This design comes from an exercise in tuning for small area on the open sky130 flow, not from production work. In this exercise RTL edits were held to simulation tests only and were not proved equivalent to the original. Power and IR drop assume default switching activity.

Setup of orange:
==> flow/design.v (excerpt) <==
module csr_unit (
    input  logic        clk,
    input  logic        rstn,
    input  logic        stall,
    input  logic        flush,
    input  logic        req_valid,
    input  logic [2:0]  req_op,
    input  logic [13:0] req_num,
    input  logic [31:0] req_wdata,
    input  logic [31:0] req_wmask,
    input  logic [31:0] req_pc,
    input  logic [5:0]  req_ecode,
    input  logic [8:0]  req_esubcode,
    input  logic [31:0] req_badv,
    input  logic [7:0]  hw_int,
    output logic        resp_flush,
    output logic [31:0] resp_pc,
    output logic [31:0] resp_rdata,
    output logic        excp_flush,
    output logic        ertn_flush,
    output logic [8:0]  crmd
);
export LEC_CHECK = 0
export CAP_MARGIN = 10
export CORE_MARGIN = 2
export CORE_UTILIZATION = 50
export PLACE_DENSITY = 0.85
export SLEW_MARGIN = 10
create_clock -name core_clock -period 5.0 [get_ports {clk}]
standard.sh (not shown) runs the stock make flow with config.mk's settings and CLKGATE_MAP_FILE= SYNTH_SCRIPT=/design/flow/synth_recipe.tcl, a recipe that flattens the netlist after the stock synthesis.
==> flow/flow/run.sh <==
#!/bin/bash
# The standard layout (standard.sh) with these changes to how it is built:
#  - synthesis maps the logic with an area-oriented ABC script (abc.script here)
#    in place of ORFS's speed script; flip-flop mapping and everything else
#    in the synthesis are unchanged
#  - the port buffers are the smallest buffer, sky130_fd_sc_hd__buf_1
#  - clock tree synthesis clusters up to 15 sinks per clkbuf_8, no dummy loads
# Each step's full output goes to a log file in this folder.
set -euo pipefail
here=$(pwd)
rm -rf "$here/scripts_abc"
cp -r "$FLOW_HOME/scripts" "$here/scripts_abc"
cp "$here/flow/abc.script" "$here/scripts_abc/abc_area.script"
bash standard.sh synth ABC_AREA=1 SCRIPTS_DIR="$here/scripts_abc" > synth.log 2>&1
export BUFFER_PORTS_ARGS="-buffer_cell sky130_fd_sc_hd__buf_1"
export CTS_ARGS="-sink_clustering_enable -repair_clock_nets -dont_use_dummy_load -sink_clustering_size 15 -sink_clustering_max_diameter 60 -buf_list {sky130_fd_sc_hd__clkbuf_8}"
bash standard.sh > standard.log 2>&1
==> flow/flow/abc.script <==
&get -n
&st
&syn2
&dch
&nf -R 1000
&put
In summary, orange completed successfully, with a layout that passed the timing, DRC and antenna checks.
Modified inputs, green compared to orange
Settings: PLACE_DENSITY: 0.85 -> 0.75; CORE_UTILIZATION: 50 -> 65.
[summary]
- As of green, total wire length after detailed routing had fallen by a few percent compared to orange.
- | HPWL reported at the end of detailed placement | green vs orange | better |
- Going from orange to green, worst slew margin relative to its limit now larger; leakage component of the power flat.
- From orange to green the numbers moved as follows: area occupied by multi-input gates comparable, part of the total power dissipated in sequential elements did not really move, area of the core decreased about 23%.
- Sort green and orange by final non-filler cell total, ascending, and green comes first.
- Post-place instance area: green and orange compared, higher one is orange
- Layout overhead on the synthesized area on green is down relative to orange.

## old
csr_unit, a different RTL version from the one above (not shown whole).
Size in the first run: ~520 flip-flops, roughly 250 I/O pins.
// csr_unit
module csr_unit (
    input  logic        clk,
    input  logic        rstn,
    input  logic        stall,
    input  logic        flush,
    input  logic        req_valid,
    input  logic [2:0]  req_op,
    input  logic [13:0] req_num,
    input  logic [31:0] req_wdata,
    input  logic [31:0] req_wmask,
    input  logic [31:0] req_pc,
    input  logic [5:0]  req_ecode,
    input  logic [8:0]  req_esubcode,
    input  logic [31:0] req_badv,
    input  logic [7:0]  hw_int,
    output logic        resp_flush,
    output logic [31:0] resp_pc,
    output logic [31:0] resp_rdata,
    output logic        excp_flush,
    output logic        ertn_flush,
    output logic [8:0]  crmd
);
Settings: LEC_CHECK=0, CAP_MARGIN=20, CORE_MARGIN=2, CORE_UTILIZATION=40, SLEW_MARGIN=20; clock period 5.0 ns.
Scripts as last shown in full above: flow/flow/run.sh, flow/flow/abc.script
Edits applied to the flow inputs when going from old to new:
- a change of CORE_UTILIZATION from 40 to 65
- an added PLACE_DENSITY of 0.75
new ends up with higher part of the cycle the worst path needs than old does. Lower length of routed met3 wiring was reported by old, not new. new ended up with a lower switching portion of total power than old did. Across both runs, maximum number of pins on one net before global-route repair was higher for new than for old. new reports a lower worst setup slack than old does.

-- re-timing with driven ports --
In the flow no input, the clock included, has a driving cell. The finished layouts below were timed again as built, in two steps.
Step 1 (the two cells are an assumption about what drives the block):
set clk [get_ports {clk}]
set_driving_cell -lib_cell sky130_fd_sc_hd__clkbuf_16 $clk
set_driving_cell -lib_cell sky130_fd_sc_hd__buf_2 [delete_from_list [all_inputs] $clk]
Step 2, shift: input delay + t, output delay - t, t = (earliest + latest rising clock arrival at the registers) / 2. This alone moves slack from input paths to output paths.
a / b / c = ideal ports / drivers / drivers and shift; a / b = the first two.
run	t, ns	setup WS [ns]	latest minus earliest clock arrival (ns)
orange	0.635	0.825 / 0.856 / 0.221	0.047 / 0.047
green	0.615	0.995 / 1.020 / 0.405	0.055 / 0.055
old	0.670	1.067 / 1.067 / 0.607	0.061 / 0.061
new	0.621	0.751 / 0.751 / 0.255	0.045 / 0.045
After both steps setup and hold are still met in every run listed. For orange, which loses most, drivers alone change the setup slack by +0.031 ns; drivers and shift together by -0.604 ns.
